This is an optimization exercise on Yosys and OpenROAD, whose aim is small area and a short achievable clock period, not a production implementation.
In this exercise RTL edits were held to simulation tests only and were not proved equivalent to the original.
Power is estimated from default activity; no workload was simulated.

== run A ==
## binomial_pipeline_schedule
module binomial_pipeline_schedule (
  input  logic                              clk_i,
  input  logic                              rst_ni,
  input  logic                              start_i,
  output logic                              busy_o,
  input  logic                              req_type_i,
  input  logic [bps_pkg::RankBits-1:0]      rank_i,
  input  logic [bps_pkg::StepBits-1:0]      step_i,
  input  logic                              cfg_we_i,
  input  logic [bps_pkg::CfgIdxBits-1:0]    cfg_idx_i,
  input  logic [bps_pkg::CfgDataBits-1:0]   cfg_wdata_i,
  output logic                              valid_o,
  output logic                              transfer_valid_o,
  output logic [bps_pkg::RankBits-1:0]      peer_rank_o,
  output logic [bps_pkg::BlockBits-1:0]     block_index_o,
  output logic [bps_pkg::StepBits-1:0]      forged_index_o
);
  assign busy_o = 1'b0;
  logic [3:0]  lx_q;
  logic [15:0] bx_q;
  logic        zb_q;
  always_ff @(posedge clk_i or negedge rst_ni) begin
  ...
Size: about 2100 cells after synthesis, ~300 flip-flops, ~110 I/O pins.
clock: 7.0 ns
lec_check: 0
abc_area: 1
cap_margin: 20
core_margin: 2
core_utilization: 40
place_density: 0.75
setup_slack_margin: 4.4
slew_margin: 20
standard.sh (not shown) runs the stock make flow with config.mk's settings and CLKGATE_MAP_FILE= SYNTH_SCRIPT=/design/flow/synth_recipe.tcl, a recipe that flattens the netlist after the stock synthesis.
==> flow/flow/run.sh <==
#!/bin/bash
# The standard ORFS layout with two changes: Yosys's adder-cell mapping is off, so that ABC
# maps the arithmetic together with the rest of the logic, and the port buffers are
# buf_2 cells. Registers and everything else as in standard.sh; each tool's output lands
# in orfs/logs, make's own output in make_finish.log.
set -euo pipefail
cd "$(dirname "$0")/.."
bash standard.sh ADDER_MAP_FILE= "BUFFER_PORTS_ARGS=-buffer_cell sky130_fd_sc_hd__buf_2" finish > make_finish.log 2>&1
Run A finished every step from synthesis to the final layout, and the layout passed the timing, design-rule and antenna checks.
Changes in run B relative to run A:
Settings: clearing PLACE_DENSITY, which used to be 0.75; swapping 4.4 for 4.45 in SETUP_SLACK_MARGIN; swapping 40 for 55 in CORE_UTILIZATION.
Findings:
Run B | stages: all done | timing, DRC, antenna: all pass
Per the comparison of run B with run A, global-route met3 utilization saw an increase; logic depth of the worst path, buffers included saw an increase; part of the power in combinational logic saw an increase.
Run B ended up with a lower power after layout than run A did.
met5 as the uppermost layer routed was reported by run B, and met4 by run A.
Of the two values seen for end point of the critical path, forged_index_o[14] was produced by run A and pre5_q by run B.
> inputs changed (run B -> run C)
Settings: SETUP_SLACK_MARGIN changed from 4.45 to 4.4; CORE_UTILIZATION changed from 55 to 40; TNS_END_PERCENT newly set to 20.
Notes after the runs:
No run among run C and run B stopped early or left any final violation; all are clean. Note that the non-clock buffer count recorded for run C amounts to 0.888 times the value seen in run B. On data required time of the critical path, run B tracks run C almost exactly. met5 as the highest metal layer used by the detailed router was reported by run B, and met4 by run C. Higher internal cell power among run C and run B: run B. Die area in run C is about 37% higher than in run B.
## Diff of input files: run D against run C
Settings: TNS_END_PERCENT: 20 -> unset; SLEW_MARGIN: 20 -> 10; CAP_MARGIN: 20 -> 10.
Notes after the runs:
- Run D completed end to end with timing, DRC and antenna clean.
- The lower detailed-routing wirelength on met1 came out of run C.
- Run D and run C ended up with roughly the same final cell count.
- Diff run C -> run D | number of ordinary and repair buffers in the finished layout | up by a few percent
- When run D is measured against run C, its total power turns out 0.71% higher.
- Between run C and run D, the hold slack does not differ in any meaningful way.
- Run D and run C ended up with roughly the same number of primary I/O pins.
- Summary of run D over run C: fmax +0.76%; area overhead of the layout relative to synthesis rose 0.58 points.
- Fraction of power consumed by combinational cells, run C and run D, lower one = run C.
- Compared with run C, run D improves time the worst path needs with I/O delays and setup.
- Cell area, run C and run D: larger value in run D
Relative to run D, the following input files were edited for run E:
Settings: a change of SETUP_SLACK_MARGIN from 4.4 to 4.5; a change of CAP_MARGIN from 10 to 20; a change of SLEW_MARGIN from 10 to 20.
==> comparison <==
- Run E finished all stages; the layout is clean.
- Run D → run E: total number of vias rose by about 0.8%, worst hold margin held, part of the power in combinational logic saw an increase.
- Utilization was higher in run E than in run D.
- Comparing run D and run E, the higher routed wire length was measured on run E.
- On instance area after placement, run D and run E are neck and neck.
- | clock network fraction of total power | run E vs run D | 0.4 points lower |
- Wire length of the first global-routing pass across run D and run E: no real change.
- Between run E and run D, it is run E whose leakage power total is higher, by 0.088 nW.
What run F does differently from run E at the input level:
Settings: SETUP_SLACK_MARGIN now 4.4, was 4.5.
Notes after the runs:
Run E has higher share of power burned in combinational logic than run F. Per the comparison of run F with run E, final clock skew shows no meaningful change, non-clock buffer count fell 12, register-to-register slack now smaller, global-route usage about even. Run E and run F ended up with nearly the same wire length of the first global-routing pass.

Starting RTL as in the previous note.
Design binomial_pipeline_schedule, start of the top module:
module binomial_pipeline_schedule (
  input  logic                              clk_i,
  input  logic                              rst_ni,
  input  logic                              start_i,
  output logic                              busy_o,
  input  logic                              req_type_i,
  input  logic [bps_pkg::RankBits-1:0]      rank_i,
  input  logic [bps_pkg::StepBits-1:0]      step_i,
  input  logic                              cfg_we_i,
  input  logic [bps_pkg::CfgIdxBits-1:0]    cfg_idx_i,
  input  logic [bps_pkg::CfgDataBits-1:0]   cfg_wdata_i,
  output logic                              valid_o,
  output logic                              transfer_valid_o,
  output logic [bps_pkg::RankBits-1:0]      peer_rank_o,
  output logic [bps_pkg::BlockBits-1:0]     block_index_o,
  output logic [bps_pkg::StepBits-1:0]      forged_index_o
);
==> flow/config.mk <==
export PLATFORM = sky130hd
export DESIGN_NAME = binomial_pipeline_schedule
export DESIGN_NICKNAME = binomial_pipeline_schedule
export VERILOG_FILES = /design/flow/design.v
export SDC_FILE = /design/flow/constraint.sdc
export NUM_CORES = 4
export LEC_CHECK = 0
export ABC_AREA = 1
export CAP_MARGIN = 20
export CORE_MARGIN = 2
export CORE_UTILIZATION = 40
export SETUP_SLACK_MARGIN = 4.4
export SLEW_MARGIN = 20
export TNS_END_PERCENT = 50
==> flow/constraint.sdc <==
create_clock -name core_clock -period 7.0 [get_ports {clk_i}]
set_input_delay 1.4000 -clock core_clock [delete_from_list [all_inputs] [get_ports {clk_i}]]
set_output_delay 1.4000 -clock core_clock [all_outputs]
set_load 0.01 [all_outputs]
Scripts as last shown in full above: flow/flow/run.sh
Edit:
- SETUP_SLACK_MARGIN: 4.4 -> 4.3
- TNS_END_PERCENT: 50 -> not set
Outcome:
- worst setup slack got worse by 0.020 ns
- global-route usage barely changes
- via count shrinks by about 0.5%
- final area shrinks by 1.3%
- area after synthesis stays the same
- routed wire length shrinks by 0.61%
- critical path depth grows by 12
- non-clock buffer count shrinks by 7
- worst hold slack hardly moves
- sequential share of layout area grows by 0.39 points
- register-to-register slack got worse by 0.05 ns
Edit:
- SETUP_SLACK_MARGIN: 4.3 -> 4.5
- TNS_END_PERCENT: not set -> 50
The new run finished clean.
Routed wire length rose by 1.7%.
Setup slack improved by 0.022 ns.
Sequential power barely changes.
Design area rose by 3.5%.
Cell count rose by 0.74%.
Clock-buffer cell count stays the same.
Register-to-register slack improved by 0.09 ns.
Critical path depth fell by 12.
Global-route usage barely changes.
Flip-flop and latch count is unchanged.
Edit:
- CTS_CLUSTER_SIZE: not set -> 25
- SETUP_SLACK_MARGIN: 4.5 -> 4.4
- TNS_END_PERCENT: 50 -> not set
Outcome: Via count goes down slightly; clock power stays flat; maximum frequency stays flat; clock-buffer cell count does not change; global-route usage barely changes; die area is unchanged; setup slack gets worse by 0.0032 ns; final area drops slightly; sequential share of layout area grows by 0.58 points; first-iteration DRC count climbs by a few percent; synthesized cell count is unchanged.

port drivers added, routing unchanged:
The results above use ideal ports. As a check the final layouts listed here were re-extracted and re-timed, cells and wires unchanged.
Step 1 assumes that a clkbuf_16 drives the clock port and a buf_2 every other input.
Step 2, shift: input delay + t, output delay - t, t = (earliest + latest rising clock arrival at the registers) / 2. This alone moves slack from input paths to output paths.
Slacks: no drivers / after step 1 / after step 2; pairs: no drivers / after step 1.
run | t, ns | slack for setup (ns) | worst setup path at the end | latest minus earliest clock arrival (ns) | slew at the worst register clock pin (ns)
run A | 0.584 | 4.555 / 4.529 / 4.287 | input to register | 0.021 / 0.022 | 0.06 / 0.06
run B | 0.603 | 4.532 / 4.507 / 4.488 | input to register | 0.019 / 0.019 | 0.07 / 0.07
run C | 0.631 | 4.494 / 4.462 / 4.376 | input to register | 0.013 / 0.013 | 0.07 / 0.07
run D | 0.631 | 4.513 / 4.460 / 4.380 | input to register | 0.010 / 0.009 | 0.07 / 0.07
run E | 0.631 | 4.515 / 4.462 / 4.378 | input to register | 0.013 / 0.013 | 0.07 / 0.07
run F | 0.631 | 4.513 / 4.460 / 4.380 | input to register | 0.010 / 0.009 | 0.07 / 0.07
the first run of note 2 | 0.631 | 4.513 / 4.460 / 4.372 | input to register | 0.011 / 0.010 | 0.07 / 0.07
the second run of note 2 | 0.631 | 4.494 / 4.463 / 4.384 | input to register | 0.010 / 0.010 | 0.07 / 0.07
the third run of note 2 | 0.631 | 4.516 / 4.463 / 4.395 | input to register | 0.011 / 0.011 | 0.07 / 0.07
the fourth run of note 2 | 0.631 | 4.513 / 4.460 / 4.380 | input to register | 0.010 / 0.009 | 0.07 / 0.07
After both steps every run listed still meets setup and hold. The setup slack of run A, which loses most, moves by -0.026 ns with the drivers and by -0.268 ns with both steps.
